Background: an optimization exercise with open tools, aiming at a short achievable clock period and few clock cycles. Do not read the settings as production practice.
The RTL was checked by simulation tests, not by an equivalence proof against the original design.
Power and IR drop assume default switching activity.

## flow/run.sh

```bash
#!/bin/bash
# synth_recipe.tcl (not shown) runs the flow's synth.tcl, then flattens the netlist and writes it again
# the make line also repeats each setting of config.mk as NAME=value (left out here)
make -C /OpenROAD-flow-scripts/flow DESIGN_CONFIG=/design/flow/config.mk WORK_HOME=/design/flow/orfs CLKGATE_MAP_FILE= SYNTH_SCRIPT=/design/flow/synth_recipe.tcl finish
```

## flow/config.mk

```make
export PLATFORM = sky130hd
export DESIGN_NAME = core
export DESIGN_NICKNAME = core
export VERILOG_FILES = /design/flow/design.v
export SDC_FILE = /design/flow/constraint.sdc
export NUM_CORES = 4
export LEC_CHECK = 0
export CAP_MARGIN = 20
export CORE_MARGIN = 2
export CORE_UTILIZATION = 40
export SETUP_SLACK_MARGIN = 1.2
export SLEW_MARGIN = 20
export TNS_END_PERCENT = 5
```

## flow/constraint.sdc

```tcl
create_clock -name core_clock -period 6.0 [get_ports {clk}]
set_input_delay 1.2000 -clock core_clock [delete_from_list [all_inputs] [get_ports {clk}]]
set_output_delay 1.2000 -clock core_clock [all_outputs]
set_load 0.01 [all_outputs]
```

## flow/design.v

```verilog
`default_nettype none
package core_pkg;
    localparam int XLEN = 32;
    localparam int REG_COUNT  = 32;
    localparam int REG_ADDR_W = 5;
    localparam int IMEM_DEPTH  = 64;
    localparam int IMEM_ADDR_W = 6;
    localparam int DMEM_DEPTH  = 64;
    localparam int DMEM_ADDR_W = 6;
endpackage
`default_nettype wire
`default_nettype none
package isa_pkg;
    localparam logic [6:0] OP_REG    = 7'b0110011;
    localparam logic [6:0] OP_IMM    = 7'b0010011;
    localparam logic [6:0] OP_LOAD   = 7'b0000011;
    localparam logic [6:0] OP_STORE  = 7'b0100011;
    localparam logic [6:0] OP_BRANCH = 7'b1100011;
    localparam logic [6:0] OP_SYSTEM = 7'b1110011;
    localparam logic [2:0] F3_ADD_SUB = 3'b000;
    localparam logic [2:0] F3_SLT     = 3'b010;
    localparam logic [2:0] F3_XOR     = 3'b100;
    localparam logic [2:0] F3_OR      = 3'b110;
    localparam logic [2:0] F3_AND     = 3'b111;
    localparam logic [2:0] F3_BEQ     = 3'b000;
    localparam logic [2:0] F3_BNE     = 3'b001;
    localparam logic [6:0] F7_SUB     = 7'b0100000;
    localparam int ALU_OP_W = 3;
    localparam logic [ALU_OP_W-1:0] ALU_ADD = 3'd0;
    localparam logic [ALU_OP_W-1:0] ALU_SUB = 3'd1;
    localparam logic [ALU_OP_W-1:0] ALU_AND = 3'd2;
    localparam logic [ALU_OP_W-1:0] ALU_OR  = 3'd3;
    localparam logic [ALU_OP_W-1:0] ALU_XOR = 3'd4;
    localparam logic [ALU_OP_W-1:0] ALU_SLT = 3'd5;
    typedef struct packed {
        logic [6:0] funct7;
        logic [4:0] rs2;
        logic [4:0] rs1;
        logic [2:0] funct3;
        logic [4:0] rd;
        logic [6:0] opcode;
    } instr_reg_t;
    typedef struct packed {
        logic [6:0] imm_hi;
        logic [4:0] rs2;
        logic [4:0] rs1;
        logic [2:0] funct3;
        logic [4:0] imm_lo;
        logic [6:0] opcode;
    } instr_sb_t;
    typedef union packed {
        instr_reg_t r;
        instr_sb_t  sb;
    } instr_u;
endpackage
`default_nettype wire
`default_nettype none
module stage_fetch (
    input  logic                          clk,
    input  logic                          rst,
    input  logic                          run,
    input  logic                          imem_we,
    input  logic [core_pkg::IMEM_ADDR_W-1:0] imem_addr,
    input  logic [core_pkg::XLEN-1:0]     imem_wdata,
    input  logic                          stop_fetch,
    input  logic                          ex_branch_taken,
    input  logic [core_pkg::XLEN-1:0]     ex_branch_target,
    output logic                          if_valid,
    output logic                          if_pred,
    output logic [core_pkg::XLEN-1:0]     if_pc,
    output logic [core_pkg::XLEN-1:0]     if_instr
);
    logic [core_pkg::XLEN-1:0]        imem [core_pkg::IMEM_DEPTH];
    logic [core_pkg::XLEN-1:0]        pc;
    logic [core_pkg::IMEM_ADDR_W-1:0] pc_word;
    assign pc_word = pc[core_pkg::IMEM_ADDR_W+1:2];
    logic                             pt  [core_pkg::IMEM_DEPTH];
    logic [core_pkg::IMEM_ADDR_W-1:0] tgt [core_pkg::IMEM_DEPTH];
    logic                             w_br;
    logic                             w_pt;
    logic [core_pkg::IMEM_ADDR_W-1:0] w_tgt;
    assign w_br  = (imem_wdata[6:0] == isa_pkg::OP_BRANCH) &&
                   ((imem_wdata[14:12] == isa_pkg::F3_BEQ) || (imem_wdata[14:12] == isa_pkg::F3_BNE));
    assign w_pt  = w_br && ((imem_wdata[14:12] == isa_pkg::F3_BNE) ?
                            (imem_wdata[19:15] != imem_wdata[24:20]) :
                            ((imem_wdata[19:15] == imem_wdata[24:20]) || imem_wdata[31]));
    assign w_tgt = imem_addr + {imem_wdata[27:25], imem_wdata[11:9]};
    always_ff @(posedge clk) begin
        if (imem_we) begin
            imem[imem_addr] <= imem_wdata;
            pt[imem_addr]   <= w_pt;
            tgt[imem_addr]  <= w_tgt;
        end
    end
    always_ff @(posedge clk) begin
        if (rst) begin
            pc       <= '0;
            if_valid <= 1'b0;
        end else if (ex_branch_taken) begin
            pc       <= ex_branch_target;
            if_valid <= 1'b0;
        end else if (run && !stop_fetch) begin
            pc       <= pt[pc_word] ? {pc[core_pkg::XLEN-1:core_pkg::IMEM_ADDR_W+2], tgt[pc_word], 2'b00}
                                    : pc + core_pkg::XLEN'(4);
            if_valid <= 1'b1;
        end else begin
            if_valid <= 1'b0;
        end
    end
    always_ff @(posedge clk) begin
        if_pc    <= pc;
        if_instr <= imem[pc_word];
        if_pred  <= pt[pc_word];
    end
endmodule
`default_nettype wire
`default_nettype none
module stage_decode (
    input  logic                             clk,
    input  logic                             rst,
    input  logic                             if_valid,
    input  logic                             if_pred,
    input  logic [core_pkg::XLEN-1:0]        if_pc,
    input  logic [core_pkg::XLEN-1:0]        if_instr,
    input  logic                             ex_branch_taken,
    input  logic                             wb_in_valid,
    input  logic [core_pkg::REG_ADDR_W-1:0]  wb_in_rd,
    input  logic                             wb_in_reg_write,
    input  logic                             wb_in_mem_to_reg,
    input  logic [core_pkg::XLEN-1:0]        wb_in_alu_out,
    input  logic [core_pkg::XLEN-1:0]        wb_in_load_data,
    output logic                             id_valid,
    output logic [core_pkg::XLEN-1:0]        id_pc,
    output logic [core_pkg::XLEN-1:0]        id_rs1_data,
    output logic [core_pkg::XLEN-1:0]        id_rs2_data,
    output logic [core_pkg::XLEN-1:0]        id_imm,
    output logic [core_pkg::REG_ADDR_W-1:0]  id_rd,
    output logic [isa_pkg::ALU_OP_W-1:0]     id_alu_op,
    output logic                             id_alu_src,
    output logic                             id_mem_read,
    output logic                             id_mem_write,
    output logic                             id_branch,
    output logic                             id_branch_ne,
    output logic                             id_reg_write,
    output logic                             id_halt,
    output logic                             id_pred,
    output logic                             stop_fetch,
    input  logic [core_pkg::REG_ADDR_W-1:0]  debug_addr,
    output logic [core_pkg::XLEN-1:0]        debug_data,
    output logic                             wb_valid,
    output logic [core_pkg::REG_ADDR_W-1:0]  wb_rd,
    output logic [core_pkg::XLEN-1:0]        wb_data
);
    logic [core_pkg::XLEN-1:0]     regs [core_pkg::REG_COUNT];
    isa_pkg::instr_u              insn;
    logic [core_pkg::XLEN-1:0]     imm_i;
    logic [core_pkg::XLEN-1:0]     imm_s;
    logic [core_pkg::XLEN-1:0]     imm_b;
    logic [core_pkg::XLEN-1:0]     imm;
    logic [core_pkg::XLEN-1:0]     rs1_data;
    logic [core_pkg::XLEN-1:0]     rs2_data;
    logic [isa_pkg::ALU_OP_W-1:0] alu_op;
    logic                alu_src;
    logic                mem_read;
    logic                mem_write;
    logic                branch;
    logic                reg_write;
    logic                halt;
    logic                halt_decoded;
    logic                halt_seen;
    assign insn  = if_instr;
    assign imm_i = {{20{insn.r.funct7[6]}}, insn.r.funct7, insn.r.rs2};
    assign imm_s = {{20{insn.sb.imm_hi[6]}}, insn.sb.imm_hi, insn.sb.imm_lo};
    assign imm_b = {{20{insn.sb.imm_hi[6]}}, insn.sb.imm_lo[0], insn.sb.imm_hi[5:0],
                    insn.sb.imm_lo[4:1], 1'b0};
    always_comb begin
        imm       = '0;
        alu_op    = isa_pkg::ALU_ADD;
        alu_src   = 1'b0;
        mem_read  = 1'b0;
        mem_write = 1'b0;
        branch    = 1'b0;
        reg_write = 1'b0;
        halt      = 1'b0;
        case (insn.r.opcode)
            isa_pkg::OP_REG: begin
                reg_write = 1'b1;
                case (insn.r.funct3)
                    isa_pkg::F3_ADD_SUB: alu_op = (insn.r.funct7 == isa_pkg::F7_SUB) ? isa_pkg::ALU_SUB : isa_pkg::ALU_ADD;
                    isa_pkg::F3_SLT:     alu_op = isa_pkg::ALU_SLT;
                    isa_pkg::F3_XOR:     alu_op = isa_pkg::ALU_XOR;
                    isa_pkg::F3_OR:      alu_op = isa_pkg::ALU_OR;
                    isa_pkg::F3_AND:     alu_op = isa_pkg::ALU_AND;
                    default:    alu_op = isa_pkg::ALU_ADD;
                endcase
            end
            isa_pkg::OP_IMM: begin
                reg_write = 1'b1;
                alu_src   = 1'b1;
                imm       = imm_i;
            end
            isa_pkg::OP_LOAD: begin
                reg_write = 1'b1;
                mem_read  = 1'b1;
                alu_src   = 1'b1;
                imm       = imm_i;
            end
            isa_pkg::OP_STORE: begin
                mem_write = 1'b1;
                alu_src   = 1'b1;
                imm       = imm_s;
            end
            isa_pkg::OP_BRANCH: begin
                branch = (insn.sb.funct3 == isa_pkg::F3_BEQ) || (insn.sb.funct3 == isa_pkg::F3_BNE);
                imm    = imm_b;
            end
            isa_pkg::OP_SYSTEM: halt = 1'b1;
            default: ;
        endcase
    end
    assign wb_rd    = wb_in_rd;
    assign wb_data  = wb_in_mem_to_reg ? wb_in_load_data : wb_in_alu_out;
    assign wb_valid = wb_in_valid && wb_in_reg_write && (wb_in_rd != '0);
    always_ff @(posedge clk) begin
        if (wb_valid) begin
            regs[wb_rd] <= wb_data;
        end
    end
    assign rs1_data = (insn.r.rs1 == '0) ? '0 :
                      (wb_valid && wb_rd == insn.r.rs1) ? wb_data : regs[insn.r.rs1];
    assign rs2_data = (insn.r.rs2 == '0) ? '0 :
                      (wb_valid && wb_rd == insn.r.rs2) ? wb_data : regs[insn.r.rs2];
    always_ff @(posedge clk) begin
        debug_data <= (debug_addr == '0) ? '0 : regs[debug_addr];
    end
    assign halt_decoded = if_valid && halt && !ex_branch_taken;
    assign stop_fetch   = halt_seen || halt_decoded;
    always_ff @(posedge clk) begin
        if (rst || ex_branch_taken) begin
            halt_seen <= 1'b0;
        end else if (halt_decoded) begin
            halt_seen <= 1'b1;
        end
    end
    always_ff @(posedge clk) begin
        if (rst) begin
            id_valid <= 1'b0;
        end else begin
            id_valid <= if_valid && !ex_branch_taken;
        end
    end
    always_ff @(posedge clk) begin
        id_pc        <= if_pc;
        id_rs1_data  <= rs1_data;
        id_rs2_data  <= rs2_data;
        id_imm       <= imm;
        id_rd        <= insn.r.rd;
        id_alu_op    <= alu_op;
        id_alu_src   <= alu_src;
        id_mem_read  <= mem_read;
        id_mem_write <= mem_write;
        id_branch    <= branch;
        id_branch_ne <= (insn.sb.funct3 == isa_pkg::F3_BNE);
        id_reg_write <= reg_write;
        id_halt      <= halt;
        id_pred      <= if_pred;
    end
endmodule
`default_nettype wire
`default_nettype none
module stage_execute (
    input  logic                            clk,
    input  logic                            rst,
    input  logic                            id_valid,
    input  logic [core_pkg::XLEN-1:0]       id_pc,
    input  logic [core_pkg::XLEN-1:0]       id_rs1_data,
    input  logic [core_pkg::XLEN-1:0]       id_rs2_data,
    input  logic [core_pkg::XLEN-1:0]       id_imm,
    input  logic [core_pkg::REG_ADDR_W-1:0] id_rd,
    input  logic [isa_pkg::ALU_OP_W-1:0]    id_alu_op,
    input  logic                            id_alu_src,
    input  logic                            id_mem_read,
    input  logic                            id_mem_write,
    input  logic                            id_branch,
    input  logic                            id_branch_ne,
    input  logic                            id_reg_write,
    input  logic                            id_halt,
    input  logic                            id_pred,
    output logic                            ex_valid,
    output logic [core_pkg::XLEN-1:0]       ex_alu_out,
    output logic [core_pkg::XLEN-1:0]       ex_store_data,
    output logic [core_pkg::REG_ADDR_W-1:0] ex_rd,
    output logic                            ex_mem_read,
    output logic                            ex_mem_write,
    output logic                            ex_reg_write,
    output logic                            ex_halt,
    output logic                            ex_branch_taken,
    output logic [core_pkg::XLEN-1:0]       ex_branch_target
);
    logic [core_pkg::XLEN-1:0] op_b;
    logic [core_pkg::XLEN-1:0] alu_out;
    logic            operands_eq;
    logic            taken;
    logic            live;
    assign op_b = id_alu_src ? id_imm : id_rs2_data;
    always_comb begin
        case (id_alu_op)
            isa_pkg::ALU_ADD: alu_out = id_rs1_data + op_b;
            isa_pkg::ALU_SUB: alu_out = id_rs1_data - op_b;
            isa_pkg::ALU_AND: alu_out = id_rs1_data & op_b;
            isa_pkg::ALU_OR:  alu_out = id_rs1_data | op_b;
            isa_pkg::ALU_XOR: alu_out = id_rs1_data ^ op_b;
            isa_pkg::ALU_SLT: alu_out = {{(core_pkg::XLEN-1){1'b0}}, $signed(id_rs1_data) < $signed(op_b)};
            default: alu_out = '0;
        endcase
    end
    assign operands_eq = (id_rs1_data == id_rs2_data);
    assign taken       = id_branch && (operands_eq ^ id_branch_ne);
    assign live = id_valid && !ex_branch_taken;
    always_ff @(posedge clk) begin
        if (rst) begin
            ex_valid        <= 1'b0;
            ex_branch_taken <= 1'b0;
        end else begin
            ex_valid        <= live;
            ex_branch_taken <= live && id_branch && (taken != id_pred);
        end
    end
    always_ff @(posedge clk) begin
        ex_alu_out       <= alu_out;
        ex_store_data    <= id_rs2_data;
        ex_rd            <= id_rd;
        ex_mem_read      <= id_mem_read;
        ex_mem_write     <= id_mem_write;
        ex_reg_write     <= id_reg_write;
        ex_halt          <= id_halt;
        ex_branch_target <= taken ? id_pc + id_imm : id_pc + core_pkg::XLEN'(4);
    end
endmodule
`default_nettype wire
`default_nettype none
module stage_memory (
    input  logic                            clk,
    input  logic                            rst,
    input  logic                            ex_valid,
    input  logic [core_pkg::XLEN-1:0]       ex_alu_out,
    input  logic [core_pkg::XLEN-1:0]       ex_store_data,
    input  logic [core_pkg::REG_ADDR_W-1:0] ex_rd,
    input  logic                            ex_mem_read,
    input  logic                            ex_mem_write,
    input  logic                            ex_reg_write,
    input  logic                            ex_halt,
    output logic                            wb_valid,
    output logic [core_pkg::REG_ADDR_W-1:0] wb_rd,
    output logic                            wb_reg_write,
    output logic                            wb_mem_to_reg,
    output logic [core_pkg::XLEN-1:0]       wb_alu_out,
    output logic [core_pkg::XLEN-1:0]       wb_load_data,
    output logic                            halted
);
    logic [core_pkg::XLEN-1:0]        dmem [core_pkg::DMEM_DEPTH];
    logic [core_pkg::DMEM_ADDR_W-1:0] word_idx;
    logic                   wb_halt;
    logic                   halt_seen;
    assign word_idx = ex_alu_out[core_pkg::DMEM_ADDR_W+1:2];
    always_ff @(posedge clk) begin
        if (ex_valid && ex_mem_write) begin
            dmem[word_idx] <= ex_store_data;
        end
    end
    always_ff @(posedge clk) begin
        if (rst) begin
            wb_valid <= 1'b0;
        end else begin
            wb_valid <= ex_valid;
        end
    end
    always_ff @(posedge clk) begin
        wb_rd         <= ex_rd;
        wb_reg_write  <= ex_reg_write;
        wb_mem_to_reg <= ex_mem_read;
        wb_alu_out    <= ex_alu_out;
        wb_load_data  <= dmem[word_idx];
        wb_halt       <= ex_halt;
    end
    always_ff @(posedge clk) begin
        if (rst) begin
            halt_seen <= 1'b0;
        end else if (wb_valid && wb_halt) begin
            halt_seen <= 1'b1;
        end
    end
    assign halted = halt_seen || (wb_valid && wb_halt);
endmodule
`default_nettype wire
`default_nettype none
module core (
    input  logic                            clk,
    input  logic                            rst,
    input  logic                            run,
    input  logic                            imem_we,
    input  logic [core_pkg::IMEM_ADDR_W-1:0] imem_addr,
    input  logic [core_pkg::XLEN-1:0]       imem_wdata,
    input  logic [core_pkg::REG_ADDR_W-1:0] debug_addr,
    output logic [core_pkg::XLEN-1:0]       debug_data,
    output logic                            wb_valid,
    output logic [core_pkg::REG_ADDR_W-1:0] wb_rd,
    output logic [core_pkg::XLEN-1:0]       wb_data,
    output logic                            halted
);
    logic            if_valid;
    logic            if_pred;
    logic            id_pred;
    logic [core_pkg::XLEN-1:0] if_pc;
    logic [core_pkg::XLEN-1:0] if_instr;
    logic            stop_fetch;
    logic                  id_valid;
    logic [core_pkg::XLEN-1:0]       id_pc;
    logic [core_pkg::XLEN-1:0]       id_rs1_data;
    logic [core_pkg::XLEN-1:0]       id_rs2_data;
    logic [core_pkg::XLEN-1:0]       id_imm;
    logic [core_pkg::REG_ADDR_W-1:0] id_rd;
    logic [isa_pkg::ALU_OP_W-1:0]   id_alu_op;
    logic                  id_alu_src;
    logic                  id_mem_read;
    logic                  id_mem_write;
    logic                  id_branch;
    logic                  id_branch_ne;
    logic                  id_reg_write;
    logic                  id_halt;
    logic                  ex_valid;
    logic [core_pkg::XLEN-1:0]       ex_alu_out;
    logic [core_pkg::XLEN-1:0]       ex_store_data;
    logic [core_pkg::REG_ADDR_W-1:0] ex_rd;
    logic                  ex_mem_read;
    logic                  ex_mem_write;
    logic                  ex_reg_write;
    logic                  ex_halt;
    logic                  ex_branch_taken;
    logic [core_pkg::XLEN-1:0]       ex_branch_target;
    logic                  mw_valid;
    logic [core_pkg::REG_ADDR_W-1:0] mw_rd;
    logic                  mw_reg_write;
    logic                  mw_mem_to_reg;
    logic [core_pkg::XLEN-1:0]       mw_alu_out;
    logic [core_pkg::XLEN-1:0]       mw_load_data;
    stage_fetch u_fetch (
        .clk              (clk),
        .rst              (rst),
        .run              (run),
        .imem_we          (imem_we),
        .imem_addr        (imem_addr),
        .imem_wdata       (imem_wdata),
        .stop_fetch       (stop_fetch),
        .ex_branch_taken  (ex_branch_taken),
        .ex_branch_target (ex_branch_target),
        .if_valid         (if_valid),
        .if_pred          (if_pred),
        .if_pc            (if_pc),
        .if_instr         (if_instr)
    );
    stage_decode u_decode (
        .clk              (clk),
        .rst              (rst),
        .if_valid         (if_valid),
        .if_pred          (if_pred),
        .if_pc            (if_pc),
        .if_instr         (if_instr),
        .ex_branch_taken  (ex_branch_taken),
        .wb_in_valid      (mw_valid),
        .wb_in_rd         (mw_rd),
        .wb_in_reg_write  (mw_reg_write),
        .wb_in_mem_to_reg (mw_mem_to_reg),
        .wb_in_alu_out    (mw_alu_out),
        .wb_in_load_data  (mw_load_data),
        .id_valid         (id_valid),
        .id_pc            (id_pc),
        .id_rs1_data      (id_rs1_data),
        .id_rs2_data      (id_rs2_data),
        .id_imm           (id_imm),
        .id_rd            (id_rd),
        .id_alu_op        (id_alu_op),
        .id_alu_src       (id_alu_src),
        .id_mem_read      (id_mem_read),
        .id_mem_write     (id_mem_write),
        .id_branch        (id_branch),
        .id_branch_ne     (id_branch_ne),
        .id_reg_write     (id_reg_write),
        .id_halt          (id_halt),
        .id_pred          (id_pred),
        .stop_fetch       (stop_fetch),
        .debug_addr       (debug_addr),
        .debug_data       (debug_data),
        .wb_valid         (wb_valid),
        .wb_rd            (wb_rd),
        .wb_data          (wb_data)
    );
    stage_execute u_execute (
        .clk              (clk),
        .rst              (rst),
        .id_valid         (id_valid),
        .id_pc            (id_pc),
        .id_rs1_data      (id_rs1_data),
        .id_rs2_data      (id_rs2_data),
        .id_imm           (id_imm),
        .id_rd            (id_rd),
        .id_alu_op        (id_alu_op),
        .id_alu_src       (id_alu_src),
        .id_mem_read      (id_mem_read),
        .id_mem_write     (id_mem_write),
        .id_branch        (id_branch),
        .id_branch_ne     (id_branch_ne),
        .id_reg_write     (id_reg_write),
        .id_halt          (id_halt),
        .id_pred          (id_pred),
        .ex_valid         (ex_valid),
        .ex_alu_out       (ex_alu_out),
        .ex_store_data    (ex_store_data),
        .ex_rd            (ex_rd),
        .ex_mem_read      (ex_mem_read),
        .ex_mem_write     (ex_mem_write),
        .ex_reg_write     (ex_reg_write),
        .ex_halt          (ex_halt),
        .ex_branch_taken  (ex_branch_taken),
        .ex_branch_target (ex_branch_target)
    );
    stage_memory u_memory (
        .clk           (clk),
        .rst           (rst),
        .ex_valid      (ex_valid),
        .ex_alu_out    (ex_alu_out),
        .ex_store_data (ex_store_data),
        .ex_rd         (ex_rd),
        .ex_mem_read   (ex_mem_read),
        .ex_mem_write  (ex_mem_write),
        .ex_reg_write  (ex_reg_write),
        .ex_halt       (ex_halt),
        .wb_valid      (mw_valid),
        .wb_rd         (mw_rd),
        .wb_reg_write  (mw_reg_write),
        .wb_mem_to_reg (mw_mem_to_reg),
        .wb_alu_out    (mw_alu_out),
        .wb_load_data  (mw_load_data),
        .halted        (halted)
    );
endmodule
`default_nettype wire
```

==> metrics.cfg <==
[run_status]
status = no timing/DRC/antenna violations

[synthesis]
synth_seq_cells = 5916
synth_cell_types = 92
synth_edf_count = 5568
synth.avg_cell_area_um2 = 20.2
synth-seq-area-share_pct = 73.1
synth_area_leaders = edfxtp_1 (70%), mux4_2 (15%), dfxtp_1 (2.9%)
synth_area_mm2 = 0.238
synth_cells = 11800
synth_flop_cell = edfxtp_1
synthArstFlopShare_pct = 0
yosysTopAreaCellShare_pct = 70.2
synth_area_leader_cell = edfxtp_1
synth_warnings = 4

[routing]
vias_per_cell = 6.38
wl_met2_um = 349000
routed_wl_um = 748000
drtIter0Drc = 18200
drtAntennaViolNets = 0
vias = 132000
routed-wl-met3_um = 79800
wl_per_cell_um = 36.2
highest_layer = met5
wl_met1_um = 292000
drc = 0
drt_pre_antenna_iters = 6

[worst_hold_path]
min_path_cells = 0
worstHoldStart = u_execute.ex_alu_out[14]
min_to = u_memory.wb_alu_out[14]
hold_class = reg2reg

[placement]
place_area_mm2 = 0.253
hpwl_um = 443000
numPortBuffers = 117
place.gp.congestion = 0.877
dp_slack_ns = 1.22

[final_layout]
syn_to_final_growth_pct = 14.3
nets = 12500
fillers = 48800
design_area_mm2 = 0.272
seqCellArea_mm2 = 0.174
drive_above_1_share_pct = 27.0
multiInputGateArea_mm2 = 0.0620
layout_commonest_cell = edfxtp_1
layout_common_cells = edfxtp_1 (5,568), mux4_2 (1,639), a22oi_1 (676), clkbuf_16 (624), buf_4 (465)
reg_top3 = u_fetch.imem x2048, u_memory.dmem x2048, u_decode.regs x1024

[floorplan]
die-area_mm2 = 0.602
start_util_pct = 40.1
coreArea_mm2 = 0.594
rows = 283
pin_count = 118
die_h_um = 776
chipWidth_um = 776

[timing]
drv_slew = 0
holdWs_ns = 0.314
worst_pin_slew_ns = 1.32
fin_ws_ns = 0.914
finClkSkew_ns = 0.0946
post-route-period-util_pct = 84.8
fin_setup_tns_ns = 0
slew_headroom_pct = 11.2
finalHoldViolCount = 0
fmax_mhz = 197
rsz0062_at_grt = true
setup_viol = 0
timing.final.crit_period_ns = 5.09

[clock_network]
clkTransAtPathRegs_ns = 0.06
insertion_delay_ns = 1.13
cts_sinks = 5916
cts.path.max_buffers = 4
cts_root_buffer = clkbuf_16
htree_num_levels = 6
numCtsBuffers = 613
cts_tree = yes

[flow_run]
cap_viol_max_count = 0

[global_route]
grt_pass1_vias = 130000
antenna_found_initial = 64
grt_first_pass_wirelength_um = 1040000
grt_usage_pct = 24.2
grt_max_degree = 109
gr-total-overflow = 0

[worst_setup_path]
worstSetupStartpointType = flop
crit_path_top_delay_cell = clkdlybuf4s50_1
r2r_end = u_execute.ex_alu_out[30]
worst_setup_path_end_kind = output port
reg2regPathDepth = 14
cp.required_ns = 4.80
crit_fanout = 33
cpPeakStageDelay_ns = 0.79
cp_cell_sequence = buf_6 -> mux2i_1 -> clkinvlp_4 -> clkdlybuf4s50_1
arrival_ns = 3.89
r2r_start = u_decode.id_alu_src
reg2reg_slack_ns = 1.64
worstSetupPathType = reg2out

[power_and_ir_drop]
peakVddDrop_uv = 483
p_per_area_mw_per_mm2 = 478
power.total_mw = 130
leakage_nw = 83.7

## cells in the mapped netlist, drive strengths merged (12+ instances only)
master  count
xnor2      70
buf       254
and3       12
o211ai     21
o21bai     14
nor2      327
nor2b      63
mux2       85
nand2     108
nor3       61
a22oi     677
a22o      207
nand4      89
a211o      24
or3        12
o21a       14
o221ai     32
dfxtp     348
a211oi    122
nand3      66
nand2b     28
a21o       21
a31oi     195
ha        117
inv       144
a21oi     222
nor4       41
xor2       14
a221oi    233
clkbuf    552
mux2i     160
mux4     1639
edfxtp   5568
o21ai      70
o22ai      49
## cell families after synthesis
family | Yosys count | share of synthesized area (%)
AO/OA/AOI/OAI | 1963 | 6.07
adder cells (fa/ha/maj) | 121 | 0.648
multiplexers | 1884 | 16.6
flip-flops | 5916 | 73.1
buffers and inverters | 952 | 1.57
other | 1 | 0.00157
XOR/XNOR | 84 | 0.309
AND/OR/NAND/NOR | 857 | 1.77
## worst max-delay path: cells and delay by family (launching register included)
kind     cells  cell delay, ns
buf+inv      3            1.90
flops        1            0.34
mux          1            0.46
## per-stage QoR
step / cells / util [%]
final: 20700 / 45.9
after detailed placement: 19500 / 42.6
after global routing: 20600 / 45.9
after CTS: 20600 / 45.9
after floorplan: 11800 / -
after global placement: 19500 / 42.5
## routing by layer
metal	vias to the layer above	track usage, %
met2	8385	38.0
met4	30	7.69
met3	1299	5.15
met1	70500	34.1
li1	51500	-
met5	-	0
## area by class of cell
cell class	count	share of cell area, %
repair inverters	4	0.00735
flip-flops and latches	5916	64.0
well taps	7837	3.60
clock inverters	335	1.10
inverters	146	0.208
multi-input cells	4941	22.8
repair buffers	662	2.27
diodes	16	0.0147
clock buffers	796	6.07
## worst max-delay path by stage
stage | start | to | slack, ns
2_1_floorplan | imem_addr[5] | u_fetch.imem[16][0] | 0.98
3_5_place_dp | imem_addr[1] | u_fetch.imem[30][14] | 1.22
6_report | u_memory.wb_mem_to_reg | wb_data[21] | 0.91
5_1_grt | u_memory.wb_mem_to_reg | wb_data[21] | 0.83
4_1_cts | u_memory.wb_mem_to_reg | wb_data[13] | 0.86
3_3_place_gp | imem_addr[1] | u_fetch.imem[30][29] | 1.19
## where the power goes
part	internal (mW)	switching, mW	leakage [nW]
combinational	15.3	25.2	21.2
clock	20.9	16.2	9.56
sequential	49.9	2.58	52.9
## repair_timing
action / in CTS / in global routing
gates cloned: 4 / 0
setup endpoints to repair: 27 / 17
gates resized for setup: 10 / 1
setup buffers: 3 / 1
hold buffers: 0 / 0
pin swaps: 0 / 0
Testbench counts, summed over its fixed seeds: cycles 36,679.

-- separate check: timing with driven ports --
The flow's constraints put no driver on any port. The routed layout listed below was extracted and timed again, unchanged, in two steps. Step 1: set_driving_cell puts a clkbuf_16 on clk and a buf_2 on each other input, an assumption about the parent block. Step 2 times the ports against the registers' clock, not the clock port: input delays grow and output delays shrink by t, the midpoint of the rising clock arrivals with the driver on. a / b / c = ideal ports / drivers / drivers and shift; a / b = the first two.
shift t [ns]: 1.220
slack for setup (ns): 0.914 / 0.778 / 1.245
worst register clock-pin slew, ns: 0.07 / 0.07
After both steps setup and hold are still met in this run. For this run, drivers alone change the setup slack by -0.136 ns; drivers and shift together by +0.331 ns.
